This is an optimization exercise on Yosys and OpenROAD, whose aim is small area and a short achievable clock period, not a production implementation.
Where RTL was checked, it was by simulation tests only, not by an equivalence proof against the original.
Only the layout flow was run in run 6; the RTL was not checked for function there.
Power is estimated from default activity; no workload was simulated.

<file path="flow/flow/run.sh">
#!/bin/bash
# The standard layout (standard.sh, unchanged synthesis and steps) with two
# placement/CTS options changed:
#  - port buffers are sky130_fd_sc_hd__buf_1 instead of the default pick
#  - clock tree built from clkbuf_4/clkbuf_8 without dummy loads
set -o pipefail
export BUFFER_PORTS_ARGS="-buffer_cell sky130_fd_sc_hd__buf_1"
export CTS_ARGS="-sink_clustering_enable -repair_clock_nets -dont_use_dummy_load -buf_list {sky130_fd_sc_hd__clkbuf_4 sky130_fd_sc_hd__clkbuf_8}"
bash standard.sh > standard.log 2>&1
status=$?
cp -r orfs/logs orfs_logs 2>/dev/null
exit $status
</file>
<file path="flow/standard.sh">
#!/bin/bash
# synth_recipe.tcl (not shown) runs the flow's synth.tcl, then flattens the netlist and writes it again
# the make line also repeats each setting of config.mk as NAME=value (left out here)
make -C /OpenROAD-flow-scripts/flow DESIGN_CONFIG=/design/flow/config.mk WORK_HOME=/design/flow/orfs CLKGATE_MAP_FILE= SYNTH_SCRIPT=/design/flow/synth_recipe.tcl "${@:-finish}"
</file>
<file path="flow/config.mk">
export PLATFORM = sky130hd
export DESIGN_NAME = sobel_conv_top
export DESIGN_NICKNAME = sobel_conv_top
export VERILOG_FILES = /design/flow/design.v
export SDC_FILE = /design/flow/constraint.sdc
export NUM_CORES = 4
export LEC_CHECK = 0
export CAP_MARGIN = 20
export CORE_MARGIN = 2
export CORE_UTILIZATION = 40
export SETUP_SLACK_MARGIN = 3.5
export SLEW_MARGIN = 20
export SYNTH_HIERARCHICAL = 1
</file>
<file path="flow/constraint.sdc">
create_clock -name core_clock -period 7.0 [get_ports {clk_main_a0}]
set_input_delay 1.4000 -clock core_clock [delete_from_list [all_inputs] [get_ports {clk_main_a0}]]
set_output_delay 1.4000 -clock core_clock [all_outputs]
set_load 0.01 [all_outputs]
</file>
<file path="flow/design.v">
`timescale 1ns/1ns
module sobel_radd (
  input  logic [10:0] g,
  input  logic [11:0] t,
  output logic [11:0] s
);
  logic w0;
  logic w1;
  logic w2;
  logic w3;
  logic w4;
  logic w5;
  logic w6;
  logic w7;
  logic w8;
  logic w9;
  logic w10;
  logic w11;
  logic w12;
  logic w13;
  logic w14;
  logic w15;
  logic w16;
  logic w17;
  logic w18;
  logic w19;
  logic w20;
  logic w21;
  logic w22;
  logic w23;
  logic w24;
  logic w25;
  logic w26;
  logic w27;
  logic w28;
  logic w29;
  logic w30;
  sobel_aoi21 u1 (.a(g[1]), .b(t[1]), .c(g[0]), .y(w0));
  sobel_aoi21 u2 (.a(g[3]), .b(t[3]), .c(g[2]), .y(w1));
  sobel_nand2 u3 (.a(t[3]), .b(t[2]), .y(w2));
  sobel_aoi21 u4 (.a(g[5]), .b(t[5]), .c(g[4]), .y(w3));
  sobel_nand2 u5 (.a(t[5]), .b(t[4]), .y(w4));
  sobel_aoi21 u6 (.a(g[7]), .b(t[7]), .c(g[6]), .y(w5));
  sobel_nand2 u7 (.a(t[7]), .b(t[6]), .y(w6));
  sobel_aoi21 u8 (.a(g[9]), .b(t[9]), .c(g[8]), .y(w7));
  sobel_nand2 u9 (.a(t[9]), .b(t[8]), .y(w8));
  sobel_inv u10 (.a(w0), .y(w9));
  sobel_aoi21 u11 (.a(g[2]), .b(t[2]), .c(w9), .y(w10));
  sobel_oai21 u12 (.a(w1), .b(w2), .c(w0), .y(w11));
  sobel_inv u13 (.a(w3), .y(w12));
  sobel_inv u14 (.a(w4), .y(w13));
  sobel_aoi21 u15 (.a(g[6]), .b(t[6]), .c(w12), .y(w14));
  sobel_nand2 u16 (.a(t[6]), .b(w13), .y(w15));
  sobel_oai21 u17 (.a(w5), .b(w6), .c(w3), .y(w16));
  sobel_nor2 u18 (.a(w6), .b(w4), .y(w17));
  sobel_inv u19 (.a(w7), .y(w18));
  sobel_inv u20 (.a(w8), .y(w19));
  sobel_aoi21 u21 (.a(g[10]), .b(t[10]), .c(w18), .y(w20));
  sobel_nand2 u22 (.a(t[10]), .b(w19), .y(w21));
  sobel_aoi21 u23 (.a(g[4]), .b(t[4]), .c(w11), .y(w22));
  sobel_inv u24 (.a(w11), .y(w23));
  sobel_oai21 u25 (.a(w3), .b(w4), .c(w23), .y(w24));
  sobel_oai21 u26 (.a(w14), .b(w15), .c(w23), .y(w25));
  sobel_aoi21 u27 (.a(w16), .b(w17), .c(w11), .y(w26));
  sobel_inv u28 (.a(w26), .y(w27));
  sobel_aoi21 u29 (.a(g[8]), .b(t[8]), .c(w27), .y(w28));
  sobel_oai21 u30 (.a(w7), .b(w8), .c(w26), .y(w29));
  sobel_oai21 u31 (.a(w20), .b(w21), .c(w26), .y(w30));
  logic [11:0] p;
  assign p = {t[11], t[10:0] & ~g};
  assign s[0] = p[0];
  assign s[1] = p[1] ^ g[0];
  assign s[2] = ~(p[2] ^ w0);    
  assign s[3] = ~(p[3] ^ w10);    
  assign s[4] = p[4] ^ w11;
  assign s[5] = ~(p[5] ^ w22);    
  assign s[6] = p[6] ^ w24;
  assign s[7] = p[7] ^ w25;
  assign s[8] = ~(p[8] ^ w26);    
  assign s[9] = ~(p[9] ^ w28);    
  assign s[10] = p[10] ^ w29;
  assign s[11] = p[11] ^ w30;
endmodule
module sobel_inv (
  input  logic a,
  output logic y
);
  assign y = ~a;
endmodule
module sobel_aoi21 (
  input  logic a, b, c,
  output logic y
);
  assign y = ~(a | (b & c));
endmodule
module sobel_oai21 (
  input  logic a, b, c,
  output logic y
);
  assign y = ~(a & (b | c));
endmodule
module sobel_nand2 (
  input  logic a, b,
  output logic y
);
  assign y = ~(a & b);
endmodule
module sobel_nor2 (
  input  logic a, b,
  output logic y
);
  assign y = ~(a | b);
endmodule
module sobel_xor2 (
  input  logic a, b,
  output logic y
);
  assign y = a ^ b;
endmodule
`timescale 1ns/1ns
module sobel_conv_top (
  input  logic        clk_main_a0,
  input  logic        rst_main_n_sync,
  input  logic        awvalid,
  input  logic [31:0] awaddr,
  output logic        awready,
  input  logic        wvalid,
  input  logic [31:0] wdata,
  output logic        wready,
  output logic        bvalid,
  output logic [1:0]  bresp,
  input  logic        bready,
  input  logic        arvalid,
  input  logic [31:0] araddr,
  output logic        arready,
  output logic        rvalid,
  output logic [31:0] rdata,
  output logic [1:0]  rresp,
  input  logic        rready,
  input  logic [15:0] vdip,
  output logic [15:0] vled
);
  logic rst_n;
  assign rst_n = rst_main_n_sync;
  logic       w_wait;
  logic [3:0] w_code;     
  logic       aw_hs, w_hs;
  assign awready = ~(w_wait | bvalid);
  assign wready  = w_wait & wvalid;
  assign bresp   = 2'b00;
  assign aw_hs   = awvalid & awready;
  assign w_hs    = wready;
  function automatic logic [3:0] wr_code(input logic [31:0] a);
    logic low_ok;
    low_ok = (a[31:7] == 25'd0) && (a[1:0] == 2'b00);
    if (low_ok && !a[6] && (a[5:2] == 4'd0 || a[5:2] == 4'd4 || a[5:2] == 4'd5 ||
        a[5:2] == 4'd6 || a[5:2] == 4'd7 || a[5:2] == 4'd9 || a[5:2] == 4'd10 ||
        a[5:2] == 4'd11 || a[5:2] == 4'd12))
      wr_code = a[5:2];
    else if (low_ok && a[6:2] == 5'b10000)
      wr_code = 4'd1;
    else
      wr_code = 4'd2;
  endfunction
  always_ff @(posedge clk_main_a0) begin
    if (!rst_n) begin
      w_wait <= 1'b0;
      bvalid <= 1'b0;
    end else begin
      if (w_wait) w_wait <= ~wvalid;
      else        w_wait <= aw_hs;
      if (bvalid) bvalid <= ~bready;
      else        bvalid <= w_hs;
    end
  end
  always_ff @(posedge clk_main_a0) begin
    if (aw_hs) w_code <= wr_code(awaddr);
  end
  logic [11:0] p0, p2, n6, n8;
  logic [10:0] n1, n3, p5, p7;
  logic        mode_nz, mode_z;    
  logic [15:0] scratch;
  logic [15:0] wd;
  logic [11:0] wdn;
  assign wd  = wdata[15:0] & {16{rst_n}};
  assign wdn = ~wd[11:0];
  logic we_p0, we_p1, we_p2, we_p3, we_p5, we_p6, we_p7, we_p8, we_mode, we_scr;
  assign we_scr  = ~rst_n | (w_hs && w_code == 4'd0);
  assign we_mode = ~rst_n | (w_hs && w_code == 4'd1);
  assign we_p0   = ~rst_n | (w_hs && w_code == 4'd4);
  assign we_p1   = ~rst_n | (w_hs && w_code == 4'd5);
  assign we_p2   = ~rst_n | (w_hs && w_code == 4'd6);
  assign we_p3   = ~rst_n | (w_hs && w_code == 4'd7);
  assign we_p5   = ~rst_n | (w_hs && w_code == 4'd9);
  assign we_p6   = ~rst_n | (w_hs && w_code == 4'd10);
  assign we_p7   = ~rst_n | (w_hs && w_code == 4'd11);
  assign we_p8   = ~rst_n | (w_hs && w_code == 4'd12);
  always_ff @(posedge clk_main_a0) begin
    if (we_scr)  scratch <= wd;
    if (we_mode) mode_nz <= rst_n & (|wdata);
    if (we_mode) mode_z  <= ~(rst_n & (|wdata));
    if (we_p0)   p0 <= wd[11:0];
    if (we_p1)   n1 <= wdn[10:0];
    if (we_p2)   p2 <= wd[11:0];
    if (we_p3)   n3 <= wdn[10:0];
    if (we_p5)   p5 <= wd[10:0];
    if (we_p6)   n6 <= wdn[11:0];
    if (we_p7)   p7 <= wd[10:0];
    if (we_p8)   n8 <= wdn[11:0];
  end
  logic [11:0] m, x, ny;
  logic [10:0] u, nv;
  assign m  = {12{mode_z}};
  assign x  = p2 ^ m;
  assign ny = n6 ^ m;
  assign u  = ~(mode_nz ? n1 : n3);
  assign nv = ~(mode_nz ? p7 : p5);
  logic [11:0] a0, a1, a2, a3, a4, a5;
  logic [11:0] s1, c1, s2, c2, s3, c3, s4, c4;
  logic [11:0] c1s, c2s, c3s, c4s;
  assign a0 = p0;
  assign a1 = n8;
  assign a2 = x;
  assign a3 = ny;
  assign a4 = {u, 1'b0};
  assign a5 = {nv, 1'b0};
  assign c1s = {c1[10:0], 1'b1};
  assign c2s = {c2[10:0], 1'b1};
  assign c3s = {c3[10:0], 1'b1};
  assign c4s = {c4[10:0], 1'b1};
  sobel_fa u_fa1_0 (.a(a0[0]), .b(a1[0]), .c(a2[0]), .s(s1[0]), .co(c1[0]));
  assign s2[0] = a3[0];
  assign c2[0] = 1'b0;
  assign s3[0] = ~(s1[0] ^ s2[0]);
  assign c3[0] = s1[0] | s2[0];
  assign s4[0] = s3[0];
  assign c4[0] = 1'b1;
  for (genvar i = 1; i < 11; i++) begin : g_csa
    sobel_fa u_fa1 (.a(a0[i]), .b(a1[i]),  .c(a2[i]),  .s(s1[i]), .co(c1[i]));
    sobel_fa u_fa2 (.a(a3[i]), .b(a4[i]),  .c(a5[i]),  .s(s2[i]), .co(c2[i]));
    sobel_fa u_fa3 (.a(s1[i]), .b(s2[i]),  .c(c1s[i]), .s(s3[i]), .co(c3[i]));
    if (i == 1) begin : g_ha
      assign s4[i] = s3[i] ^ c3s[i];
      assign c4[i] = s3[i] & c3s[i];
    end else begin : g_fa
      sobel_fa u_fa4 (.a(s3[i]), .b(c2s[i]), .c(c3s[i]), .s(s4[i]), .co(c4[i]));
    end
  end
  assign c1[11] = 1'b0;
  assign c2[11] = 1'b0;
  assign c3[11] = 1'b0;
  assign c4[11] = 1'b0;
  logic [11:0] res_t;
  logic [10:0] res_g;
  logic x11a, x11b, x11c, x11d, x11e, x11f, x11g, x11h;
  sobel_xor2 u_x11a (.a(a0[11]), .b(a1[11]), .y(x11a));
  sobel_xor2 u_x11b (.a(a2[11]), .b(a3[11]), .y(x11b));
  sobel_xor2 u_x11c (.a(a4[11]), .b(a5[11]), .y(x11c));
  sobel_xor2 u_x11d (.a(x11a),   .b(x11b),   .y(x11d));
  sobel_xor2 u_x11e (.a(x11d),   .b(x11c),   .y(x11e));
  sobel_xor2 u_x11f (.a(c1[10]), .b(c2[10]), .y(x11f));
  sobel_xor2 u_x11g (.a(x11e),   .b(x11f),   .y(x11g));
  sobel_xor2 u_x11h (.a(x11g),   .b(c3[10]), .y(x11h));
  sobel_xor2 u_x11i (.a(x11h),   .b(c4[10]), .y(res_t[11]));
  assign res_t[10:0] = s4[10:0] | c4s[10:0];
  assign res_g       = s4[10:0] & c4s[10:0];
  logic        rd_pend, rd_res;
  logic        ar_hs;
  logic        r_dead;      
  logic [15:0] r_t;
  logic [10:0] r_g;
  assign arready = ~(rd_pend | rvalid);
  assign ar_hs   = arvalid & arready;
  assign rresp   = 2'b00;
  logic ar_is0, ar_is4;
  assign ar_is0 = (araddr == 32'h0);
  assign ar_is4 = (araddr == 32'h4);
  always_ff @(posedge clk_main_a0) begin
    if (!rst_n) begin
      rd_pend <= 1'b0;
      rvalid  <= 1'b0;
    end else begin
      rd_pend <= ar_hs;
      if (rvalid) rvalid <= ~rready;
      else        rvalid <= rd_pend;
    end
  end
  always_ff @(posedge clk_main_a0) begin
    rd_res <= ar_hs & ar_is0;
    if (ar_hs) begin
      r_dead <= ~(ar_is0 | ar_is4);
      r_t    <= ar_is4 ? scratch : 16'hBEEF;
      r_g    <= '0;
    end else if (rd_res) begin
      r_t    <= {4'b0, res_t};
      r_g    <= res_g;
    end
  end
  logic [11:0] sum_lo;
  sobel_radd u_radd (.g(r_g), .t(r_t[11:0]), .s(sum_lo));
  assign rdata = {r_dead ? 16'hDEAD : 16'h0000, r_t[15:12], sum_lo};
  logic [15:0] dip_meta, led_pre_n;    
  always_ff @(posedge clk_main_a0) begin
    dip_meta <= vdip;
    led_pre_n <= ~(scratch & dip_meta & {16{rst_n}});
    vled      <= ~led_pre_n & {16{rst_n}};
  end
endmodule
module sobel_fa (
  input  logic a,
  input  logic b,
  input  logic c,
  output logic s,
  output logic co
);
  assign s  = a ^ b ^ c;
  assign co = (a & b) | (a & c) | (b & c);
endmodule
</file>
==> summary.txt, run 1 <==
distinct cell type count after synthesis between 40 and 50; H-tree depth 4; number of DRC markers in iteration 0 around 190; Setup Crit Path Kind reg2out; status complete, no violations; Vias 5001; drt via density 4.76; fill cell count 1938; fin. max-slew vios 0; HPWL Detailed 13000 um; RSZ-0062 raised after global routing no; Yosys top cell area share 46.2%; number of global-route vias before repair 4735; Total Power approximately 2.3 mW; largest family of logic cells by synthesized area simple AND/OR/NAND/NOR gates; worst skew pair latency 470 ps; Post-synth ARST share 0%; Slew headroom 35.4%; Final Hold Viols 0; pwr dens 242 nW/um^2; leading area contributor after synthesis edfxtp_1; Max-Cap Viols 0; TNS Setup 0 ps; most common cell after layout, fill and taps aside buf_1; DR pass1 iterations 4; die span in x 150 um; CP max FO 4; core area 21000 sq um; Final ANT Viol Nets 0; Die Ht between 100 and 150 um; Setup-failing EPs final 0; placed cells a little over 1000; DIE AREA 22400 sq um; Worst EP required 5600 ps; Synth Area in Simple Gates 12.4%; WHS 361 ps; total CTS buffers 17; Synth Area in XOR/XNOR 5.08%; Top FF cell, synth edfxtp_1; port buffer count around 170; synth warn 7; CTS tree yes; Root Buffer clkbuf_8; commonest non-fill, non-tap cells in the layout buf_1, edfxtp_1, dfxtp_1, fa_1, xor2_1; Synth Area in Compound Gates 4.19%; Yosys reg bits 195; number of flops mapped to enable cells by yosys between 100 and 150; synth top area cells edfxtp_1, dfxtp_1, fa_1, xor2_1, mux2i_1; post-synthesis mux area share 2.82%; post-synthesis adder-cell area fraction 9.71%; clock period minus worst slack between 3000 and 4000 ps; Worst EP arrival 1940 ps; largest net degree at the start of global routing 64; GRT Overall Usage 15.9%; Slew @ Worst Pin 968 ps; starting density of the core 40.6%; crit start category flop; fmax 0.300 GHz; gr ovfl total 0; register area share after synthesis 61.3%; synthesized area per cell 13.9 sq um; Antenna Cells 0; Area Growth Syn to Fin 13.5%; mean routed wirelength per cell 16.7 um; final wirelength 17600 um; first-pass GRT wire length 26400 um; IO Count ~180; Clock Skews about 27 ps; initial antenna violation count 0; CTS clk-pin slew, worst paths 100 ps; GPL Wtd Cong 0.758; Mapped Area 8510 sq um; Post-Layout Cell Count 1050; period utilization 47.7%; Sink Count 195; Site Rows between 50 and 60; Pleak 3.43 nW; Max IR drop VDD 114 uV; nets@finish 938; Min-Delay Path Class reg2reg; post-synthesis instance total 610; drc violations 0; element type at the critical path end output port; Hold Buf Count CTS 0; layout cells sized above 1 9.68%; CTS max path bufs 2
[logic make-up after synthesis]
group	count (synthesis)
simple gates	171
mux	24
fa+ha+maj	42
buf+inv	73
compound gates	59
xor+xnor	45
flops	195
other cells	1
[routing by layer]
| metal | vias to the layer above | part of all wire, % | wire length (um) | track usage, % |
|---|---|---|---|---|
| met1 | 2427 | 45 | 7940 | 22.1 |
| met5 | - | 0 | 0 | 0 |
| met2 | 126 | 49 | 8580 | 25.4 |
| li1 | 2435 | - | - | - |
| met3 | 13 | 4.3 | 750 | 2.99 |
| met4 | 0 | 1.6 | 283 | 4.95 |
[layout make-up]
cell class	count	area [sq um]	share of cell area (%)
sequential	195	5220	54.0
multi-input combinational	350	2990	31.0
timing repair buffer	184	759	7.87
tap	275	344	3.56
clock buffer	17	234	2.42
inverter	29	109	1.13
[final timing paths]
kind	endpoint	startpoint	cells after the start	slack [ps]
max	rdata[10]	r_g[0]	6	3660
min	vled[11]	led_pre_n[11]	1	360
max reg2reg	r_t[11]	mode_nz	8	3860
min reg2reg	vled[11]	led_pre_n[11]	1	360
[modules after synthesis, one instance, submodules excluded]
| module | times used | flops+latches |
|---|---|---|
| sobel_nand2 | 6 | 0 |
| sobel_nor2 | 1 | 0 |
| sobel_oai21 | 6 | 0 |
| sobel_xor2 | 9 | 0 |
| sobel_fa | 40 | 0 |
| sobel_inv | 7 | 0 |
| sobel_conv_top | 1 | 195 |
| sobel_radd | 1 | 0 |
| sobel_aoi21 | 11 | 0 |
[worst max-delay path: stages (launching register included)]
cell     delay [ps]
dfxtp_1         470
a21oi_4         120
o21ai_4         260
a21oi_4         100
o21ai_1         240
xnor2_2         140
buf_1           150
[where the power goes]
| group | leakage, nW | total (mW) | switching, mW | internal, mW |
|---|---|---|---|---|
| logic | 1.53 | 0.446 | 0.248 | 0.198 |
| clock network | 0.122 | 0.536 | 0.321 | 0.215 |
| registers | 1.77 | 1.36 | 0.0439 | 1.31 |
| total | 3.43 | 2.34 | 0.613 | 1.72 |
[repair_timing]
| action | 4_1_cts | 5_1_grt |
|---|---|---|
| cloned | 0 | 0 |
| resized for setup | 2 | 2 |
| endpoints found under the setup margin | 5 | 6 |
| buffers inserted | 0 | 8 |
| pin swaps | 1 | 0 |
[state kept, by name (all words and copies together), names as in the netlist, 4 cells and up]
| register | count |
|---|---|
| dip_meta | 16 |
| led_pre_n | 16 |
| n1 | 11 |
| n3 | 11 |
| n6 | 12 |
| n8 | 12 |
| p0 | 12 |
| p2 | 12 |
| p5 | 11 |
| p7 | 11 |
| r_g | 11 |
| r_t | 16 |
| scratch | 16 |
| vled | 16 |
| w_code | 4 |
[through the flow]
step | instance area (sq um) | setup slack, ps | utilization [%]
floorplan | 8540 | 3510 | -
global placement | 9340 | 3710 | 44.5
detailed placement | 9340 | 3650 | 44.5
CTS | 9580 | 3530 | 45.7
global route | 9660 | 3510 | 46.1
finish | 9660 | 3660 | 46.1
[synthesized netlist by cell type (all sizes together), types with 11 or more instances]
| library cell | number |
|---|---|
| edfxtp | 131 |
| dfxtp | 64 |
| fa | 40 |
| xor2 | 34 |
| a21oi | 31 |
| buf | 31 |
| nand3 | 31 |
| inv | 29 |
| nand2 | 25 |
| nor2b | 25 |
| mux2i | 24 |
| nor4 | 21 |
| o21ai | 19 |
| nand2b | 17 |
| nor2 | 14 |
| clkbuf | 13 |
| xnor2 | 11 |
==> run 2, diff against run 1 <==
--- a/flow/design.v
+++ b/flow/design.v
@@ -239,10 +239,10 @@
     sobel_fa u_fa1 (.a(a0[i]), .b(a1[i]),  .c(a2[i]),  .s(s1[i]), .co(c1[i]));
     sobel_fa u_fa2 (.a(a3[i]), .b(a4[i]),  .c(a5[i]),  .s(s2[i]), .co(c2[i]));
-    sobel_fa u_fa3 (.a(s1[i]), .b(s2[i]),  .c(c1s[i]), .s(s3[i]), .co(c3[i]));
+    sobel_fa u_fa3 (.a(c1s[i]), .b(s1[i]), .c(s2[i]),  .s(s3[i]), .co(c3[i]));
     if (i == 1) begin : g_ha
       assign s4[i] = s3[i] ^ c3s[i];
       assign c4[i] = s3[i] & c3s[i];
     end else begin : g_fa
-      sobel_fa u_fa4 (.a(s3[i]), .b(c2s[i]), .c(c3s[i]), .s(s4[i]), .co(c4[i]));
+      sobel_fa u_fa4 (.a(c2s[i]), .b(c3s[i]), .c(s3[i]), .s(s4[i]), .co(c4[i]));
     end
   end
--- a/flow/config.mk
+++ b/flow/config.mk
@@ -9,5 +9,5 @@
 export CORE_MARGIN = 2
 export CORE_UTILIZATION = 40
-export SETUP_SLACK_MARGIN = 3.5
+export SETUP_SLACK_MARGIN = 3.95
 export SLEW_MARGIN = 20
 export SYNTH_HIERARCHICAL = 1
==> run 2 against run 1 <==
Against the previous run:
- still clean on timing, DRC and antenna
- non-clock buffer count increased by 8
- sequential share of layout area decreased by 1.1 points
- synthesized area unchanged
- maximum frequency increased by 2.8%
- total power increased by 1.5%
- die area unchanged
- worst hold slack improved by 20 ps
- via count increased by 1.5%
- sequential power about the same
- core utilization increased by 0.96 points
- final cell count increased by 0.76%
- setup slack improved by 90 ps
- critical endpoint is now rdata[11]
- highest routed layer unchanged
==> summary.txt, run 2 <==
status complete, no violations; port buffer count 166 (unchanged); distinct cell type count after synthesis 46 (unchanged); Sink Count 195 (unchanged); Met1 Wirelength 7500 um (-5.6%); Max IR drop VDD 111 uV (-2.9%); die span in x 150 um (unchanged); number of DRC markers in iteration 0 276 (+48%); nets@finish 946 (+0.85%); routed wl met2 8980 um (+4.7%); CP max FO 4 (unchanged); gr ovfl total 0 (unchanged); synthesized area per cell 13.9 sq um (unchanged); fin. max-slew vios 0 (unchanged); post-synthesis instance total 610 (unchanged); RSZ-0062 raised after global routing yes; Top FF cell, synth edfxtp_1; period utilization 46.4% (-1.3 points); number of flops mapped to enable cells by yosys 131 (unchanged); Worst EP required 5600 ps (about the same); core area 21000 sq um (unchanged); internal power 1.74 mW (+1.1%); clock period minus worst slack 3250 ps (-90.3 ps); DIE AREA 22400 sq um (unchanged); Slew @ Worst Pin 930 ps (-38.3 ps); routed length on met3 1320 um (+76%); largest net degree at the start of global routing 64 (unchanged); Slew headroom 38.0% (+2.6 points); Clock Skews 28.1 ps (+1.25 ps); Mapped Area 8510 sq um (unchanged); reg2reg setup slack 4030 ps (+170 ps); Worst EP arrival 1850 ps (-90 ps); fmax 0.308 GHz (+2.8%); NetSw 629 uW (+2.5%); top post-synthesis cells by count edfxtp_1, dfxtp_1, fa_1, xor2_1, nand3_1; starting density of the core 40.6% (unchanged); Yosys top cell area share 46.2% (unchanged); Final Hold Viols 0 (unchanged); most common cell after layout, fill and taps aside buf_1; Comb pwr share 20.4% (+1.3 points); DR pass1 iterations 4 (unchanged); sw frac 26.5% (+0.27 points); crit start category flop; Flop pwr share 56.9% (-1.1 points); synth warn 7 (unchanged); Hold Buf Count CTS 0 (unchanged); CTS max path bufs 2 (unchanged); Setup-failing EPs final 0 (unchanged); Max-Cap Viols 0 (unchanged); Min-Delay Path Class reg2reg; leading area contributor after synthesis edfxtp_1; placed cells 1025 (unchanged); GPL Wtd Cong 0.777 (+2.5%); drc violations 0 (unchanged); initial antenna violation count 0 (unchanged); mean routed wirelength per cell 17.0 um (+1.9%); Post-Layout Cell Count 1058 (+0.76%); pwr dens 241 nW/um^2 (-0.59%); TNS Setup 0 ps (unchanged); H-tree depth 4 (unchanged); final wirelength 18000 um (+2.7%); Area Growth Syn to Fin 15.9%; layout cells sized above 1 13.3% (+3.6 points); element type at the critical path end output port; worst skew pair latency 460 ps (about the same); Site Rows 53 (unchanged); Pleak 3.53 nW (+3.0%); Antenna Cells 0 (unchanged); Die Ht 150 um (unchanged); Root Buffer clkbuf_8; Vias 5076 (+1.5%); Post-synth ARST share 0% (unchanged); most common cell in the netlist edfxtp_1; Setup Crit Path Kind reg2out; commonest non-fill, non-tap cells in the layout buf_1, edfxtp_1, dfxtp_1, fa_1, xor2_1; synth top area cells edfxtp_1, dfxtp_1, fa_1, xor2_1, mux2i_1; top sig layer met4; IO Count 176 (unchanged); Final ANT Viol Nets 0 (unchanged); number of global-route vias before repair 4917 (+3.8%); clock network fraction of design power 22.7% (-0.2 points); CTS tree yes; GRT Overall Usage 16.2% (+0.31 points); first-pass GRT wire length 26600 um (+0.81%); HPWL Detailed 12800 um (-1.0%); CTS clk-pin slew, worst paths 80 ps (-20 ps); drt via density 4.80 (+0.73%); total CTS buffers 17 (unchanged); Yosys reg bits 195 (unchanged); register area share after synthesis 61.3% (unchanged)
-- run 2: modules after synthesis, one instance, submodules excluded, a selection --
module,area [sq um],cells,times used
sobel_fa,20.0,1,40
sobel_conv_top,7170,508,1
sobel_oai21,5.00,1,6
sobel_nor2,3.75,1,1
sobel_nand2,3.75,1,6
sobel_inv,3.75,1,7
sobel_radd,278,22,1
-- run 2: what timing repair did --
item / 4_1_cts / 5_1_grt
setup endpoints to repair: 12 / 14
cloned: 0 / 2
pin swaps: 5 / 7
hold endpoints to repair: 0 / 0
setup buffers: 8 / 6
resized for setup: 28 / 10
-- run 2: metal layers --
layer / vias to the layer above / GRT usage [%]
met5: - / 0
met4: 0 / 4.39
met3: 15 / 4.05
met2: 198 / 28.0
met1: 2425 / 20.2
li1: 2438 / -
-- run 2: area by class of cell --
class | instances | area (sq um)
timing repair buffer | 192 | 916
tap | 275 | 344
inverter | 29 | 109
clock buffer | 17 | 234
fill | 1893 | 11100
sequential | 195 | 5220
multi-input combinational | 350 | 3040
-- run 2: cells by family (layout without fill, tap and decap cells) --
group                      Yosys count  after routing  share of synthesized area, %
AOI/OAI and AO/OA                   59             59                          4.19
xor gates and xnor gates            45             45                          5.08
adders and majority gates           42             42                          9.71
buffers and inverters               73            238                          4.41
DFF                                195            195                          61.3
muxes                               24             24                          2.82
other                                1              9                        0.0441
and+or+nand+nor                    171            171                          12.4
-- run 2: critical path: stages (launching register included) --
cell,delay (ps)
edfxtp_1,440
a21oi_4,220
o21ai_4,90
a21oi_4,170
buf_4,140
o21ai_2,50
xor2_1,150
buf_2,140
-- run 2: final timing paths --
| check | cells after the start | from | end |
|---|---|---|---|
| hold reg to reg | 1 | led_pre_n[2] | vled[2] |
| hold / removal | 1 | led_pre_n[2] | vled[2] |
| setup / recovery | 7 | r_t[1] | rdata[11] |
| setup reg to reg | 8 | mode_z | r_t[7] |
-- run 2: stage by stage --
stage	util (%)	cell area, sq um	hold slack, ps	setup slack, ps	power (mW)
4_1_cts	46.4	9720	379	3730	2.38
3_3_place_gp	44.6	9340	370	3780	1.82
6_report	47.0	9860	381	3750	2.37
2_1_floorplan	-	8540	367	3970	1.69
5_1_grt	47.0	9860	397	3640	2.51
3_5_place_dp	44.6	9340	371	3740	1.84
-- run 2: power by group through the flow --
stage	sequential, mW	combinational [mW]	clock (mW)
after CTS	1.35	0.471	0.558
after global placement	1.38	0.447	0
after global routing	1.36	0.552	0.598
final	1.35	0.485	0.538
after detailed placement	1.38	0.457	0
after floorplan	1.37	0.324	0
==> run 3, diff against run 2 <==
--- a/flow/config.mk
+++ b/flow/config.mk
@@ -9,5 +9,5 @@
 export CORE_MARGIN = 2
 export CORE_UTILIZATION = 40
-export SETUP_SLACK_MARGIN = 3.95
+export SETUP_SLACK_MARGIN = 3.75
 export SLEW_MARGIN = 20
 export SYNTH_HIERARCHICAL = 1
==> run 3 against run 2 <==
Against the previous run:
- global-route usage is 0.28 points lower
- sequential share of layout area is 0.79 points higher
- sequential cell count stayed put
- die area stayed put
==> summary.txt, run 3 <==
status complete, no violations; worst skew pair latency 450 ps (about the same); drt via density 4.79 (-0.24%); first-pass GRT wire length 26200 um (-1.5%); total CTS buffers 17 (unchanged); GRT Overall Usage 15.9% (-0.28 points); RSZ-0062 raised after global routing yes; HPWL Detailed 12800 um (-0.36%); Die Ht 150 um (unchanged); number of DRC markers in iteration 0 273 (-1.1%); Worst path most repeated cell a21oi_4; Antenna Cells 0 (unchanged); drc violations 0 (unchanged); top post-synthesis cells by count edfxtp_1, dfxtp_1, fa_1, xor2_1, nand3_1; WHS 375 ps (-6.00 ps); Top FF cell, synth edfxtp_1; Worst EP required 5600 ps (about the same); synth top area cells edfxtp_1, dfxtp_1, fa_1, xor2_1, mux2i_1; fmax 0.304 GHz (-1.3%); IO Count 176 (unchanged); largest net degree at the start of global routing 64 (unchanged); clock period minus worst slack 3290 ps (+44.3 ps); final wirelength 17500 um (-2.7%); worst path cell trace a21oi_4 > o21ai_4 > a21oi_4 > buf_6 > o21ai_2 > xor2_1 > buf_2; fin. max-slew vios 0 (unchanged); post-synthesis instance total 610 (unchanged); Sink Count 195 (unchanged); CTS max path bufs 2 (unchanged); hold path start dip_meta[1]; Crit-path slowest cell edfxtp_1; Site Rows 53 (unchanged); period utilization 47.0% (+0.63 points); starting density of the core 40.6% (unchanged); layout cells sized above 1 11.8% (-1.4 points); Hold Buf Count CTS 0 (unchanged); reg2reg setup slack 3980 ps (-50 ps); DR pass1 iterations 4 (unchanged); Pleak 3.47 nW (-1.9%); Setup Crit Path Kind reg2out; Final ANT Viol Nets 0 (unchanged); commonest non-fill, non-tap cells in the layout buf_1, edfxtp_1, dfxtp_1, fa_1, xor2_1; mean routed wirelength per cell 16.7 um (-2.2%); Hold Path Sink led_pre_n[1]; Yosys reg bits 195 (unchanged); number of global-route vias before repair 4912 (-0.10%); max incr delay on CP 470 ps (+30 ps); synth warn 7 (unchanged); H-tree depth 4 (unchanged); Post-synth ARST share 0% (unchanged); die span in x 150 um (unchanged); core area 21000 sq um (unchanged); crit start category flop; Hold Path Depth 1 (unchanged); element type at the critical path end output port; synthesized area per cell 13.9 sq um (unchanged); reg2reg path depth 7 (-1); Final Core Density 46.3% (-0.69 points); Final Hold Viols 0 (unchanged); DIE AREA 22400 sq um (unchanged); Final WS setup 3710 ps (-44.3 ps); GPL Wtd Cong 0.789 (+1.6%); CTS clk-pin slew, worst paths 80 ps (about the same); CP bufs+invs 2 (unchanged); Yosys top cell area share 46.2% (unchanged); initial antenna violation count 0 (unchanged); register area share after synthesis 61.3% (unchanged); Max-Cap Viols 0 (unchanged); number of flops mapped to enable cells by yosys 131 (unchanged); most common cell in the netlist edfxtp_1; Root Buffer clkbuf_8; Clock Skews 20.0 ps (-8.08 ps); distinct cell type count after synthesis 46 (unchanged); gr ovfl total 0 (unchanged); port buffer count 166 (unchanged); pwr dens 241 nW/um^2 (+0.19%); nets@finish 940 (-0.63%); Place WS 3740 ps (-1.39 ps); Area Growth Syn to Fin 14.2%; leading area contributor after synthesis edfxtp_1; Total Power 2.34 mW (-1.3%); FF-to-FF End r_t[5]; Slew headroom 37.8% (-0.17 points); Worst EP arrival 1890 ps (+40 ps); fill cell count 1937 (+2.3%); most common cell after layout, fill and taps aside buf_1; Slew @ Worst Pin 932 ps (+2.51 ps); CP max FO 3 (-1); Setup-failing EPs final 0 (unchanged); TNS Setup 0 ps (unchanged); Max IR drop VDD 124 uV (+12%); Vias 5035 (-0.81%); Min-Delay Path Class reg2reg; crit-path leading delay family compound AO/OA/AOI/OAI gates; Mapped Area 8510 sq um (unchanged); CTS tree yes; origin of the critical flop-to-flop path mode_nz
## run 3: changes by cell type in the layout (fill, tap and decap cells not counted), moves of 2 or more
| cell | delta |
|---|---|
| xor2_2 | -2 |
| buf_6 | -2 |
| xor2_1 | +2 |
| clkbuf_16 | -2 |
| buf_12 | -2 |
| buf_1 | +2 |
| buf_2 | -2 |
| clkbuf_2 | +2 |
## run 3: final cells by class
class | instances | area, sq um | area share [%]
Multi-Input combinational cell | 350 | 3020 | 31.1
Timing Repair Buffer | 186 | 788 | 8.12
Inverter | 29 | 109 | 1.12
Tap cell | 275 | 344 | 3.54
Clock buffer | 17 | 234 | 2.41
Sequential cell | 195 | 5220 | 53.7
## run 3: worst reg2reg max path, cell delays in order, from the launching register on
cell,delay [ps]
edfxtp_1,320
buf_4,390
mux2i_1,350
fa_1,470
fa_1,520
fa_1,430
nor3_1,190
a21oi_1,60
## run 3: how the worst max path moves through the flow
stage / start / to / cells past startpoint
global placement: wvalid / wready / 4
CTS: r_t[1] / rdata[9] / 7
floorplan: wvalid / n6[0] / 3
global route: r_t[1] / rdata[9] / 7
detailed placement: wvalid / wready / 4
finish: r_t[1] / rdata[11] / 7
## run 3: logic make-up after synthesis
group / Yosys count / share of synthesized area (%)
and+or+nand+nor: 171 / 12.4
AOI/OAI and AO/OA: 59 / 4.19
buffers and inverters: 73 / 4.41
adders and majority gates: 42 / 9.71
other: 1 / 0.0441
muxes: 24 / 2.82
DFF: 195 / 61.3
xor gates and xnor gates: 45 / 5.08
## run 3: where the power goes
group | total [mW] | internal, mW | switching (mW)
combinational | 0.453 | 0.203 | 0.250
sequential | 1.35 | 1.31 | 0.0405
clock | 0.537 | 0.215 | 0.322
total | 2.34 | 1.73 | 0.612
## run 3: Yosys stat by module, one instance, submodules excluded
module          flip-flops and latches  cell area (sq um)  cells  copies in the design
sobel_oai21                          0               5.00      1                     6
sobel_nor2                           0               3.75      1                     1
sobel_fa                             0               20.0      1                    40
sobel_nand2                          0               3.75      1                     6
sobel_radd                           0                278     22                     1
sobel_inv                            0               3.75      1                     7
sobel_conv_top                     195               7170    508                     1
sobel_aoi21                          0               8.76      1                    11
sobel_xor2                           0               8.76      1                     9
## run 3: metal layers
metal,vias up,track usage [%],wire length [um],part of all wire [%]
met3,13,4.09,1030,5.9
li1,2432,-,-,-
met4,0,4.43,238,1.4
met2,160,27.1,8680,50
met1,2430,20.2,7590,43
met5,-,0,0,0
## run 3: stage by stage
stage               area, sq um  cells
floorplan                  8540    618
global placement           9340   1026
detailed placement         9340   1026
CTS                        9650   1047
global route               9710   1052
finish                     9710   1052
## run 3: timing repair
action	in CTS	in global routing
pin swaps	3	11
endpoints found under the setup margin	9	7
resized for setup	14	7
buffers inserted	4	5
cloned	0	0
==> run 4, diff against run 3 <==
--- a/flow/config.mk
+++ b/flow/config.mk
@@ -8,5 +8,6 @@
 export CAP_MARGIN = 20
 export CORE_MARGIN = 2
-export CORE_UTILIZATION = 40
+export CORE_UTILIZATION = 55
+export PLACE_DENSITY = 0.8
 export SETUP_SLACK_MARGIN = 3.75
 export SLEW_MARGIN = 20
==> run 4 against run 3 <==
Against the previous run:
- critical endpoint is now rdata[9]
- via count is 4.9% higher
- setup slack better by 55 ps
- first-iteration DRC count rose by 54%
- die area shrank 27%
- synthesized cell count unchanged
- design area fell by 1.3%
- final cell count decreased by 8.3%
- sequential share of layout area increased by 0.69 points
- still clean
==> summary.txt, run 4 <==
status complete, no violations; hold path start led_pre_n[7]; DR pass1 iterations 5 (+1); Site Rows 45 (-15%); Die Ht 128 um (-14%); drc violations 0 (unchanged); Sink Count 195 (unchanged); Setup Crit Path Kind reg2out; total CTS buffers 17 (unchanged); GRT Overall Usage 22.8% (+6.9 points); number of global-route vias before repair 5342 (+8.8%); H-tree depth 4 (unchanged); CTS clk-pin slew, worst paths 90 ps (about the same); synthesized area per cell 13.9 sq um (unchanged); fin. max-slew vios 0 (unchanged); layout cells sized above 1 12.1% (+0.26 points); Max-Cap Viols 0 (unchanged); Worst EP required 5600 ps (about the same); WHS 361 ps (-14.6 ps); element type at the critical path end output port; Slew headroom 42.9% (+5.1 points); TNS Setup 0 ps (unchanged); Yosys reg bits 195 (unchanged); RSZ-0062 raised after global routing yes; dpl cell area 9210 sq um (-1.4%); top post-synthesis cells by count edfxtp_1, dfxtp_1, fa_1, xor2_1, nand3_1; Total Power 2.37 mW (+1.4%); IO Count 176 (unchanged); leading area contributor after synthesis edfxtp_1; Worst EP arrival 1830 ps (-60 ps); post-synthesis instance total 610 (unchanged); port buffer count 166 (unchanged); synth top area cells edfxtp_1, dfxtp_1, fa_1, xor2_1, mux2i_1; distinct cell type count after synthesis 46 (unchanged); Min-Delay Path Class reg2reg; Pleak 3.46 nW (-0.28%); gr ovfl total 0 (unchanged); CP max FO 4 (+1); pwr dens 248 nW/um^2 (+2.7%); most common cell after layout, fill and taps aside buf_1; worst skew pair latency 460 ps (about the same); Final Core Density 63.3% (+17 points); Final Hold Viols 0 (unchanged); largest net degree at the start of global routing 64 (unchanged); Final ANT Viol Nets 0 (unchanged); Slew @ Worst Pin 856 ps (-76.3 ps); crit start category flop; Yosys top cell area share 46.2% (unchanged); CTS max path bufs 2 (unchanged); register area share after synthesis 61.3% (unchanged); Final WS setup 3770 ps (+55.4 ps); first-pass GRT wire length 27700 um (+5.5%); Max IR drop VDD 126 uV (+1.7%); placed cells 936 (-8.8%); final wirelength 18300 um (+4.2%); period utilization 46.2% (-0.79 points); Place WS 3740 ps (+3.47 ps); most common cell in the netlist edfxtp_1; Setup-failing EPs final 0 (unchanged); Crit. Startpoint r_t[5]; number of DRC markers in iteration 0 421 (+54%); Area Growth Syn to Fin 12.7%; CTS tree yes; synth warn 7 (unchanged); clock period minus worst slack 3230 ps (-55.4 ps); Mapped Area 8510 sq um (unchanged); mean routed wirelength per cell 18.9 um (+14%); fmax 0.309 GHz (+1.7%); number of flops mapped to enable cells by yosys 131 (unchanged); Clock Skews 31.5 ps (+11.5 ps); Vias 5281 (+4.9%); Hold Buf Count CTS 0 (unchanged); commonest non-fill, non-tap cells in the layout buf_1, edfxtp_1, dfxtp_1, fa_1, xor2_1; Antenna Cells 0 (unchanged); die span in x 128 um (-14%); initial antenna violation count 0 (unchanged); DIE AREA 16500 sq um (-27%); nets@finish 940 (unchanged); Root Buffer clkbuf_8; starting density of the core 56.2% (+16 points); GPL Wtd Cong 0.848 (+7.5%); Post-synth ARST share 0% (unchanged); origin of the critical flop-to-flop path mode_nz; Top FF cell, synth edfxtp_1; HPWL Detailed 14000 um (+9.3%); drt via density 5.47 (+14%); post-route cell area 9590 sq um (-1.3%); core area 15100 sq um (-28%); Post-Layout Cell Count 965 (-8.3%)
-- run 4: cell counts after synthesis --
No cell type changed its count.
-- run 4: layout make-up --
cell class                      instances  area (sq um)
Clock buffer                           17           234
Fill cell                            1093          5560
Inverter                               29           109
Multi-Input combinational cell        350          3010
Sequential cell                       195          5220
Tap cell                              188           235
Timing Repair Buffer                  186           783
-- run 4: logic make-up after synthesis --
| group | Yosys count | synth area share, % |
|---|---|---|
| DFF | 195 | 61.3 |
| buffers and inverters | 73 | 4.41 |
| muxes | 24 | 2.82 |
| other | 1 | 0.0441 |
| xor gates and xnor gates | 45 | 5.08 |
| adders and majority gates | 42 | 9.71 |
| and+or+nand+nor | 171 | 12.4 |
| AOI/OAI and AO/OA | 59 | 4.19 |
-- run 4: final timing paths --
kind	slack, ps	depth (start not counted)	endpoint
worst min-delay path	360	1	vled[7]
worst max register to register	3940	7	r_t[9]
worst max-delay path	3770	7	rdata[9]
worst min register to register	360	1	vled[7]
-- run 4: timing repair --
| action | 4_1_cts | 5_1_grt |
|---|---|---|
| setup buffers | 11 | 1 |
| endpoints found under the setup margin | 10 | 7 |
| pin swaps | 5 | 9 |
| gates resized for setup | 9 | 13 |
-- run 4: per-layer routing --
metal,part of all wire [%],global-route usage [%]
met5,0,0
met4,3.6,12.3
met3,6.1,5.41
met2,52,38.5
met1,39,27.3
-- run 4: worst max-delay path, stage by stage (launching register included) --
cell	delay, ps
edfxtp_1	430
a21oi_2	240
o21ai_2	100
a21oi_4	180
inv_2	50
a21oi_2	140
xnor2_1	110
buf_2	140
-- run 4: Yosys stat by module, one instance, submodules excluded --
module,cells inside,copies in the design,area (sq um)
sobel_conv_top,508,1,7170
sobel_radd,22,1,278
sobel_fa,1,40,20.0
sobel_aoi21,1,11,8.76
sobel_xor2,1,9,8.76
sobel_oai21,1,6,5.00
sobel_inv,1,7,3.75
sobel_nand2,1,6,3.75
sobel_nor2,1,1,3.75
-- run 4: power by group --
group	total (mW)	switching (mW)	leakage [nW]	internal, mW
sequential	1.35	0.0372	1.77	1.31
clock	0.535	0.320	0.122	0.215
combinational	0.489	0.279	1.56	0.210
==> run 5, diff against run 4 <==
--- a/flow/config.mk
+++ b/flow/config.mk
@@ -8,6 +8,6 @@
 export CAP_MARGIN = 20
 export CORE_MARGIN = 2
-export CORE_UTILIZATION = 55
-export PLACE_DENSITY = 0.8
+export CORE_UTILIZATION = 65
+export PLACE_DENSITY = 0.9
 export SETUP_SLACK_MARGIN = 3.75
 export SLEW_MARGIN = 20
==> run 5 against run 4 <==
Against the previous run:
- sequential power is essentially flat
- synthesized cell count did not move
- non-clock buffer count is the same
- synthesized area did not move
- critical path type unchanged
==> summary.txt, run 5 <==
status complete, no violations; Area Growth Syn to Fin 12.6% (about the same); DIE AREA 14000 sq um (-15%); layout cells sized above 1 11.8% (-0.26 points); initial antenna violation count 0 (unchanged); Crit-path slowest cell edfxtp_1; RSZ-0062 raised after global routing yes; CTS tree yes; CTS clk-pin slew, worst paths 100 ps (about the same); number of DRC markers in iteration 0 519 (+23%); H-tree depth 4 (unchanged); reg2reg path depth 7 (unchanged); GRT Overall Usage 27.7% (+4.9 points); Setup-failing EPs final 0 (unchanged); mean routed wirelength per cell 20.1 um (+6.0%); gr ovfl total 0 (unchanged); worst path cell trace a21oi_2 > o21ai_1 > a21oi_4 > inv_1 > a21oi_2 > xnor2_1 > buf_2; HPWL Detailed 13800 um (-1.2%); port buffer count 166 (unchanged); period utilization 47.4% (+1.2 points); origin of the critical flop-to-flop path mode_z; starting density of the core 66.9% (+11 points); number of global-route vias before repair 5609 (+5.0%); CP bufs+invs 2 (unchanged); Root Buffer clkbuf_8; register area share after synthesis 61.3% (unchanged); placed cells 918 (-1.9%); TNS Setup 0 ps (unchanged); most common cell in the netlist edfxtp_1; fmax 0.301 GHz (-2.6%); distinct cell type count after synthesis 46 (unchanged); Top FF cell, synth edfxtp_1; Pleak 3.47 nW (+0.40%); final wirelength 19100 um (+4.2%); nets@finish 940 (unchanged); FF-to-FF End r_t[6]; synthesized area per cell 13.9 sq um (unchanged); hold path start led_pre_n[6]; first-pass GRT wire length 28900 um (+4.3%); max incr delay on CP 440 ps (about the same); Max-Cap Viols 0 (unchanged); DR pass1 iterations 5 (unchanged); post-synthesis instance total 610 (unchanged); Yosys top cell area share 46.2% (unchanged); die span in x 118 um (-7.8%); GRT busiest layer met2; drt via density 5.80 (+6.0%); crit-path leading delay family compound AO/OA/AOI/OAI gates; CP max FO 4 (unchanged); Yosys reg bits 195 (unchanged); Vias 5504 (+4.2%); Max IR drop VDD 169 uV (+34%); Hold Buf Count CTS 0 (unchanged); Setup Crit Path Kind reg2out; GRT met1 Usage 31.0% (+3.7 points); Final ANT Viol Nets 0 (unchanged); pwr dens 248 nW/um^2 (+0.27%); Min-Delay Path Class reg2reg; GPL Wtd Cong 0.904 (+6.7%); largest net degree at the start of global routing 64 (unchanged); met3 GRT Util 6.56% (+1.2 points); synth warn 7 (unchanged); Worst EP arrival 1920 ps (+90 ps); Worst EP required 5600 ps (about the same); Mapped Area 8510 sq um (unchanged); Worst path most repeated cell a21oi_2; IO Count 176 (unchanged); number of flops mapped to enable cells by yosys 131 (unchanged); leading area contributor after synthesis edfxtp_1; Post-Layout Cell Count 949 (-1.7%); Slew @ Worst Pin 1000 ps (+144 ps); core area 12700 sq um (-16%); element type at the critical path end output port; Slew headroom 33.3% (-9.6 points); Post-synth ARST share 0% (unchanged); total CTS buffers 17 (unchanged); Hold Path Depth 1 (unchanged); fin. max-slew vios 0 (unchanged); grt met2 use 49.1% (+11 points); Sink Count 195 (unchanged); CTS max path bufs 2 (unchanged); clock period minus worst slack 3320 ps (+86.0 ps); Clock Skews 32.8 ps (+1.36 ps); Final Hold Viols 0 (unchanged); crit start category flop; Site Rows 41 (-8.9%); worst skew pair latency 470 ps (about the same); drc violations 0 (unchanged); top post-synthesis cells by count edfxtp_1, dfxtp_1, fa_1, xor2_1, nand3_1; Antenna Cells 0 (unchanged); most common cell after layout, fill and taps aside buf_1; Die Ht 118 um (-7.8%); commonest non-fill, non-tap cells in the layout buf_1, edfxtp_1, dfxtp_1, fa_1, xor2_1; reg2reg setup slack 4010 ps (+70 ps); synth top area cells edfxtp_1, dfxtp_1, fa_1, xor2_1, mux2i_1; Hold Path Sink vled[6]
## run 5: cell types whose count changed in the layout (fill, tap and decap cells not counted)
cell | before | now
o21ai_1 | 3 | 5
inv_1 | 25 | 27
buf_4 | 20 | 18
buf_8 | 0 | 1
buf_6 | 0 | 1
nor2_1 | 12 | 11
inv_2 | 4 | 2
xnor2_1 | 6 | 5
xnor2_2 | 5 | 6
o21ai_2 | 8 | 6
nor2_2 | 2 | 3
## run 5: stage by stage
stage                     worst slack [ps]  power, mW  hold WS [ps]  cell area [sq um]  util, %
after floorplan                       3940       1.69           367               8540        -
after detailed placement              3440       1.84           371               9170     72.1
after global routing                  3590       2.48           399               9580     75.3
after CTS                             3690       2.36           384               9500     74.7
after global placement                3620       1.80           370               9160     72.0
final                                 3680       2.38           379               9580     75.3
## run 5: cells by family after synthesis
kind of cell,share of synthesized area [%]
DFF,61.3
and+or+nand+nor,12.4
buffers and inverters,4.41
AOI/OAI and AO/OA,4.19
xor gates and xnor gates,5.08
adders and majority gates,9.71
muxes,2.82
other,0.0441
## run 5: worst max-delay path by stage
| stage | from | end | slack [ps] | depth (start not counted) |
|---|---|---|---|---|
| after floorplan | wvalid | n6[0] | 3940 | 3 |
| after global placement | mode_nz | r_t[2] | 3620 | 6 |
| after detailed placement | mode_nz | r_t[2] | 3440 | 6 |
| after CTS | r_t[6] | rdata[11] | 3690 | 6 |
| after global routing | r_t[5] | rdata[9] | 3590 | 7 |
| final | r_t[5] | rdata[9] | 3680 | 7 |
## run 5: repair_timing
action | 4_1_cts | 5_1_grt
pin swaps | 3 | 3
resized for setup | 9 | 11
endpoints found under the setup margin | 27 | 8
buffers inserted | 7 | 7
## run 5: per-module statistics from Yosys, one instance, submodules excluded
module,cells inside,times used,flip-flops and latches
sobel_inv,1,7,0
sobel_radd,22,1,0
sobel_nor2,1,1,0
sobel_nand2,1,6,0
sobel_oai21,1,6,0
sobel_xor2,1,9,0
sobel_conv_top,508,1,195
sobel_fa,1,40,0
sobel_aoi21,1,11,0
## run 5: power breakdown
group | internal, mW | total (mW) | switching [mW]
clock network | 0.215 | 0.538 | 0.323
registers | 1.31 | 1.35 | 0.0406
logic | 0.214 | 0.488 | 0.274
total | 1.74 | 2.38 | 0.638
## run 5: layer usage
layer  vias to the layer above  share of wire [%]
li1                       2433                  -
met1                      2651                 35
met2                       364                 53
met3                        56                8.4
met4                         0                4.0
met5                         -                  0
## run 5: worst register-to-register path, delay by kind of cell (launching register included)
| kind | cells | cell delay (ps) |
|---|---|---|
| buf+inv | 1 | 390 |
| flops | 1 | 330 |
| xor+xnor | 1 | 350 |
| simple gates | 1 | 180 |
| compound gates | 1 | 60 |
| fa+ha+maj | 3 | 1400 |
## run 5: final cells by class
| type | instances | area, sq um |
|---|---|---|
| clock buffers | 17 | 234 |
| fillers | 784 | 3140 |
| inverters | 29 | 109 |
| multi-input cells | 350 | 3010 |
| flip-flops and latches | 195 | 5220 |
| well taps | 172 | 215 |
| repair buffers | 186 | 795 |
==> run 6, diff against run 5 <==
--- a/flow/design.v
+++ b/flow/design.v
@@ -1,7 +1,8 @@
 `timescale 1ns/1ns
 module sobel_radd (
-  input  logic [10:0] g,
-  input  logic [11:0] t,
-  output logic [11:0] s
+  input  logic        cin,      
+  input  logic [10:2] g,
+  input  logic [11:2] t,
+  output logic [11:2] s
 );
   logic w0;
@@ -31,54 +32,42 @@
   logic w24;
   logic w25;
-  logic w26;
-  logic w27;
-  logic w28;
-  logic w29;
-  logic w30;
-  sobel_aoi21 u1 (.a(g[1]), .b(t[1]), .c(g[0]), .y(w0));
-  sobel_aoi21 u2 (.a(g[3]), .b(t[3]), .c(g[2]), .y(w1));
-  sobel_nand2 u3 (.a(t[3]), .b(t[2]), .y(w2));
-  sobel_aoi21 u4 (.a(g[5]), .b(t[5]), .c(g[4]), .y(w3));
-  sobel_nand2 u5 (.a(t[5]), .b(t[4]), .y(w4));
-  sobel_aoi21 u6 (.a(g[7]), .b(t[7]), .c(g[6]), .y(w5));
-  sobel_nand2 u7 (.a(t[7]), .b(t[6]), .y(w6));
-  sobel_aoi21 u8 (.a(g[9]), .b(t[9]), .c(g[8]), .y(w7));
-  sobel_nand2 u9 (.a(t[9]), .b(t[8]), .y(w8));
+  sobel_aoi21 u1 (.a(g[2]), .b(t[2]), .c(cin), .y(w0));
+  sobel_aoi21 u2 (.a(g[4]), .b(t[4]), .c(g[3]), .y(w1));
+  sobel_nand2 u3 (.a(t[4]), .b(t[3]), .y(w2));
+  sobel_aoi21 u4 (.a(g[6]), .b(t[6]), .c(g[5]), .y(w3));
+  sobel_nand2 u5 (.a(t[6]), .b(t[5]), .y(w4));
+  sobel_aoi21 u6 (.a(g[8]), .b(t[8]), .c(g[7]), .y(w5));
+  sobel_nand2 u7 (.a(t[8]), .b(t[7]), .y(w6));
+  sobel_aoi21 u8 (.a(g[10]), .b(t[10]), .c(g[9]), .y(w7));
+  sobel_nand2 u9 (.a(t[10]), .b(t[9]), .y(w8));
   sobel_inv u10 (.a(w0), .y(w9));
-  sobel_aoi21 u11 (.a(g[2]), .b(t[2]), .c(w9), .y(w10));
+  sobel_aoi21 u11 (.a(g[3]), .b(t[3]), .c(w9), .y(w10));
   sobel_oai21 u12 (.a(w1), .b(w2), .c(w0), .y(w11));
   sobel_inv u13 (.a(w3), .y(w12));
   sobel_inv u14 (.a(w4), .y(w13));
-  sobel_aoi21 u15 (.a(g[6]), .b(t[6]), .c(w12), .y(w14));
-  sobel_nand2 u16 (.a(t[6]), .b(w13), .y(w15));
+  sobel_aoi21 u15 (.a(g[7]), .b(t[7]), .c(w12), .y(w14));
+  sobel_nand2 u16 (.a(t[7]), .b(w13), .y(w15));
   sobel_oai21 u17 (.a(w5), .b(w6), .c(w3), .y(w16));
   sobel_nor2 u18 (.a(w6), .b(w4), .y(w17));
-  sobel_inv u19 (.a(w7), .y(w18));
-  sobel_inv u20 (.a(w8), .y(w19));
-  sobel_aoi21 u21 (.a(g[10]), .b(t[10]), .c(w18), .y(w20));
-  sobel_nand2 u22 (.a(t[10]), .b(w19), .y(w21));
-  sobel_aoi21 u23 (.a(g[4]), .b(t[4]), .c(w11), .y(w22));
-  sobel_inv u24 (.a(w11), .y(w23));
-  sobel_oai21 u25 (.a(w3), .b(w4), .c(w23), .y(w24));
-  sobel_oai21 u26 (.a(w14), .b(w15), .c(w23), .y(w25));
-  sobel_aoi21 u27 (.a(w16), .b(w17), .c(w11), .y(w26));
-  sobel_inv u28 (.a(w26), .y(w27));
-  sobel_aoi21 u29 (.a(g[8]), .b(t[8]), .c(w27), .y(w28));
-  sobel_oai21 u30 (.a(w7), .b(w8), .c(w26), .y(w29));
-  sobel_oai21 u31 (.a(w20), .b(w21), .c(w26), .y(w30));
-  logic [11:0] p;
-  assign p = {t[11], t[10:0] & ~g};
-  assign s[0] = p[0];
-  assign s[1] = p[1] ^ g[0];
-  assign s[2] = ~(p[2] ^ w0);    
-  assign s[3] = ~(p[3] ^ w10);    
-  assign s[4] = p[4] ^ w11;
-  assign s[5] = ~(p[5] ^ w22);    
-  assign s[6] = p[6] ^ w24;
-  assign s[7] = p[7] ^ w25;
-  assign s[8] = ~(p[8] ^ w26);    
-  assign s[9] = ~(p[9] ^ w28);    
-  assign s[10] = p[10] ^ w29;
-  assign s[11] = p[11] ^ w30;
+  sobel_aoi21 u19 (.a(g[5]), .b(t[5]), .c(w11), .y(w18));
+  sobel_inv u20 (.a(w11), .y(w19));
+  sobel_oai21 u21 (.a(w3), .b(w4), .c(w19), .y(w20));
+  sobel_oai21 u22 (.a(w14), .b(w15), .c(w19), .y(w21));
+  sobel_aoi21 u23 (.a(w16), .b(w17), .c(w11), .y(w22));
+  sobel_inv u24 (.a(w22), .y(w23));
+  sobel_aoi21 u25 (.a(g[9]), .b(t[9]), .c(w23), .y(w24));
+  sobel_oai21 u26 (.a(w7), .b(w8), .c(w22), .y(w25));
+  logic [11:2] p;
+  assign p = {t[11], t[10:2] & ~g};
+  assign s[2] = p[2] ^ cin;
+  assign s[3] = ~(p[3] ^ w0);    
+  assign s[4] = ~(p[4] ^ w10);    
+  assign s[5] = p[5] ^ w11;
+  assign s[6] = ~(p[6] ^ w18);    
+  assign s[7] = p[7] ^ w20;
+  assign s[8] = p[8] ^ w21;
+  assign s[9] = ~(p[9] ^ w22);    
+  assign s[10] = ~(p[10] ^ w24);    
+  assign s[11] = p[11] ^ w25;
 endmodule
 module sobel_inv (
@@ -252,5 +241,6 @@
   assign c4[11] = 1'b0;
   logic [11:0] res_t;
-  logic [10:0] res_g;
+  logic [10:2] res_g;
+  logic        res_c2;
   logic x11a, x11b, x11c, x11d, x11e, x11f, x11g, x11h;
   sobel_xor2 u_x11a (.a(a0[11]), .b(a1[11]), .y(x11a));
@@ -263,11 +253,15 @@
   sobel_xor2 u_x11h (.a(x11g),   .b(c3[10]), .y(x11h));
   sobel_xor2 u_x11i (.a(x11h),   .b(c4[10]), .y(res_t[11]));
-  assign res_t[10:0] = s4[10:0] | c4s[10:0];
-  assign res_g       = s4[10:0] & c4s[10:0];
+  assign res_t[0]    = ~s4[0];
+  assign res_t[1]    = ~(s4[1] ^ s4[0]);
+  assign res_c2      = s4[1] | s4[0];
+  assign res_t[10:2] = s4[10:2] | c4s[10:2];
+  assign res_g       = s4[10:2] & c4s[10:2];
   logic        rd_pend, rd_res;
   logic        ar_hs;
   logic        r_dead;      
   logic [15:0] r_t;
-  logic [10:0] r_g;
+  logic [10:2] r_g;
+  logic        r_c2;
   assign arready = ~(rd_pend | rvalid);
   assign ar_hs   = arvalid & arready;
@@ -292,11 +286,14 @@
       r_t    <= ar_is4 ? scratch : 16'hBEEF;
       r_g    <= '0;
+      r_c2   <= 1'b0;
     end else if (rd_res) begin
       r_t    <= {4'b0, res_t};
       r_g    <= res_g;
+      r_c2   <= res_c2;
     end
   end
   logic [11:0] sum_lo;
-  sobel_radd u_radd (.g(r_g), .t(r_t[11:0]), .s(sum_lo));
+  assign sum_lo[1:0] = r_t[1:0];
+  sobel_radd u_radd (.cin(r_c2), .g(r_g), .t(r_t[11:2]), .s(sum_lo[11:2]));
   assign rdata = {r_dead ? 16'hDEAD : 16'h0000, r_t[15:12], sum_lo};
   logic [15:0] dip_meta, led_pre_n;    
--- a/flow/config.mk
+++ b/flow/config.mk
@@ -8,6 +8,6 @@
 export CAP_MARGIN = 20
 export CORE_MARGIN = 2
-export CORE_UTILIZATION = 65
-export PLACE_DENSITY = 0.9
+export CORE_UTILIZATION = 55
+export PLACE_DENSITY = 0.8
 export SETUP_SLACK_MARGIN = 3.75
 export SLEW_MARGIN = 20
==> run 6 against run 5 <==
Against the previous run:
- critical path depth did not move
- register-to-register slack got worse by 60 ps
- design area fell by 1.7%
- synthesized area fell by 1.2%
- worst hold slack improved by 3.8 ps
- die area rose by 16%
- final cell count rose by 0.84%
- synthesized cell count fell by 0.49%
- sequential power barely moved
- total power barely moved
- largest cell class unchanged
==> summary.txt, run 6 <==
status complete, no violations; drc violations 0 (unchanged); Root Buffer clkbuf_8; Final Core Density 62.4% (-13 points); number of DRC markers in iteration 0 359 (-31%); WP depth 7 (unchanged); Yosys reg bits 194 (-0.51%); Slew headroom 27.4% (-5.9 points); Clock Skews 27.9 ps (-4.96 ps); CTS clk-pin slew, worst paths 90 ps (about the same); leading area contributor after synthesis edfxtp_1; synth warn 7 (unchanged); DR pass1 iterations 5 (unchanged); Area Growth Syn to Fin 12.1%; GPL Wtd Cong 0.839 (-7.2%); synthesized area per cell 13.8 sq um (-0.70%); reg2reg setup slack 3950 ps (-60 ps); Final ANT Viol Nets 0 (unchanged); Worst path most repeated cell a21oi_2; most common cell in the netlist edfxtp_1; GRT Overall Usage 21.4% (-6.4 points); Vias 5123 (-6.9%); worst skew pair latency 470 ps (about the same); Setup Crit Path Kind reg2out; number of global-route vias before repair 5181 (-7.6%); Worst EP required 5600 ps (about the same); Min-Delay Path Class reg2reg; core area 15100 sq um (+19%); post-synthesis instance total 607 (-0.49%); post-route cell area 9420 sq um (-1.7%); FF-to-FF End r_t[10]; drt via density 5.35 (-7.7%); CTS tree yes; initial antenna violation count 0 (unchanged); Antenna Cells 0 (unchanged); H-tree depth 4 (unchanged); Total Power 2.38 mW (about the same); port buffer count 166 (unchanged); Site Rows 45 (+9.8%); pwr dens 253 nW/um^2 (+1.7%); die span in x 128 um (+7.8%); register area share after synthesis 61.8% (+0.50 points); Max-Cap Viols 0 (unchanged); total CTS buffers 17 (unchanged); Worst EP arrival 1860 ps (-60 ps); Slew @ Worst Pin 1090 ps (+88.7 ps); final wirelength 17100 um (-10%); Final Hold Viols 0 (unchanged); fill cell count 1098 (+40%); HPWL Detailed 12800 um (-7.5%); number of flops mapped to enable cells by yosys 131 (unchanged); starting density of the core 55.7% (-11 points); RSZ-0062 raised after global routing yes; Post-Layout Cell Count 957 (+0.84%); origin of the critical flop-to-flop path mode_nz; nets@finish 933 (-0.74%); reg2reg path depth 7 (unchanged); Setup-failing EPs final 0 (unchanged); dpl cell area 9120 sq um (-0.63%); Post-synth ARST share 0% (unchanged); Mapped Area 8400 sq um (-1.2%); distinct cell type count after synthesis 43 (-6.5%); fmax 0.307 GHz (+1.9%); Yosys top cell area share 46.8% (+0.56 points); commonest non-fill, non-tap cells in the layout buf_1, edfxtp_1, dfxtp_1, fa_1, inv_1; Die Ht 128 um (+7.8%); Hold Path Depth 1 (unchanged); CP bufs+invs 2 (unchanged); Sink Count 194 (-0.51%); worst path cell trace a21oi_2 > o21ai_4 > a21oi_2 > inv_1 > a21oi_2 > xnor2_1 > buf_2; fin. max-slew vios 0 (unchanged); multi-input logic area 2860 sq um (-5.1%); Pleak 3.44 nW (-0.82%); CTS max path bufs 2 (unchanged); Crit-path slowest cell edfxtp_1; gr ovfl total 0 (unchanged); element type at the critical path end output port; max incr delay on CP 420 ps (-20 ps); DIE AREA 16300 sq um (+16%); crit-path leading delay family compound AO/OA/AOI/OAI gates; first-pass GRT wire length 25700 um (-11%); most common cell after layout, fill and taps aside buf_1; Sequential Area 5200 sq um (-0.38%); Max IR drop VDD 119 uV (-30%); Hold Path Sink vled[11]; period utilization 46.6% (-0.87 points); top post-synthesis cells by count edfxtp_1, dfxtp_1, fa_1, inv_1, xor2_1; placed cells 935 (+1.9%); CP max FO 3 (-1); clock period minus worst slack 3260 ps (-61.0 ps); Top FF cell, synth edfxtp_1; hold path start led_pre_n[11]; synth top area cells edfxtp_1, dfxtp_1, fa_1, xor2_1, mux2i_1; mean routed wirelength per cell 17.8 um (-11%); crit start category flop; TNS Setup 0 ps (unchanged); largest net degree at the start of global routing 64 (unchanged); IO Count 176 (unchanged); layout cells sized above 1 9.23% (-2.6 points)
## run 6: changes by cell type in the layout (fill, tap and decap cells not counted), moves of 3 or more
cell	previous run	this run
nor2_2	3	0
inv_1	27	37
a21oi_1	20	15
o21ai_2	6	1
buf_2	6	3
o21ai_0	7	10
a31oi_1	3	9
nor3b_1	8	0
## run 6: per-layer routing
layer | up-vias | track usage (%) | wire length (um)
met5 | - | 0 | 0
met4 | 0 | 10.0 | 474
met3 | 32 | 4.23 | 1090
met2 | 217 | 38.9 | 9020
met1 | 2473 | 24.2 | 6490
li1 | 2401 | - | -
## run 6: timing repair
item | 4_1_cts | 5_1_grt
cloned | 0 | 0
pin swaps | 4 | 2
buffers inserted | 5 | 0
endpoints found under the setup margin | 7 | 6
hold buffers | 0 | 0
endpoints found under the hold margin | 0 | 0
resized for setup | 4 | 10
## run 6: area by class of cell
class / count / share of cell area (%)
clock buffer: 17 / 2.48
sequential: 194 / 55.2
inverter: 37 / 1.47
tap: 188 / 2.50
multi-input combinational: 338 / 30.3
timing repair buffer: 183 / 8.06
## run 6: metrics by stage
| stage | worst slack [ps] | hold slack, ps |
|---|---|---|
| global route | 3650 | 386 |
| detailed placement | 3680 | 373 |
| CTS | 3740 | 384 |
| finish | 3740 | 382 |
| global placement | 3670 | 370 |
| floorplan | 3940 | 367 |
## run 6: how the worst max path moves through the flow
stage / start / endpoint / slack [ps]
after floorplan: wvalid / n6[0] / 3940
after global placement: wvalid / n6[5] / 3670
after detailed placement: wvalid / n6[8] / 3680
after CTS: r_t[6] / rdata[10] / 3740
after global routing: r_t[4] / rdata[10] / 3650
final: r_t[4] / rdata[10] / 3740
## run 6: cells by family after synthesis
kind of cell	Yosys count	synth area share, %
buffers and inverters	83	5.00
DFF	194	61.8
xor gates and xnor gates	44	4.94
adders and majority gates	43	9.97
and+or+nand+nor	160	11.1
other	1	0.0446
AOI/OAI and AO/OA	59	4.36
muxes	23	2.74
## run 6: power by group
part | internal (mW) | switching (mW) | total [mW] | leakage (nW)
Clock | 0.215 | 0.323 | 0.537 | 0.122
Combinational | 0.216 | 0.275 | 0.492 | 1.55
Sequential | 1.31 | 0.0397 | 1.35 | 1.77
Total | 1.74 | 0.638 | 2.38 | 3.44
## run 6: Yosys stat by module, one instance, submodules excluded, excerpt
module	cells inside	flip-flops and latches
sobel_fa	1	0
sobel_inv	1	0
sobel_nand2	1	0
sobel_oai21	1	0
sobel_radd	19	0
sobel_xor2	1	0

## static timing again, ports no longer ideal
How much do the figures lean on ideal ports? The routed layouts below were timed once more, with nothing changed but the port constraints.
Step 1 assumes that a clkbuf_16 drives the clock port and a buf_2 every other input.
Step 2 adds t to the input delays and takes it off the output delays; t is the mean of the earliest and latest rising clock arrival at the registers after step 1. Input paths then give back, and output paths get back, about the clock's delay inside the block.
a / b / c = no drivers / after step 1 / after step 2; a / b = the first two.
run | shift t [ns] | slack for setup (ns) | worst slew at a driven data input, ns
run 1 | 0.483 | 3.664 / 3.633 / 3.736 | 0.04
run 2 | 0.488 | 3.754 / 3.715 / 3.857 | 0.05
run 3 | 0.479 | 3.710 / 3.671 / 3.809 | 0.05
run 4 | 0.482 | 3.765 / 3.727 / 3.787 | 0.08
run 5 | 0.491 | 3.679 / 3.644 / 3.558 | 0.04
run 6 | 0.502 | 3.740 / 3.701 / 3.675 | 0.06
After both steps every run listed still meets setup and hold. For run 5, which loses most, drivers alone change the setup slack by -0.035 ns; drivers and shift together by -0.121 ns.
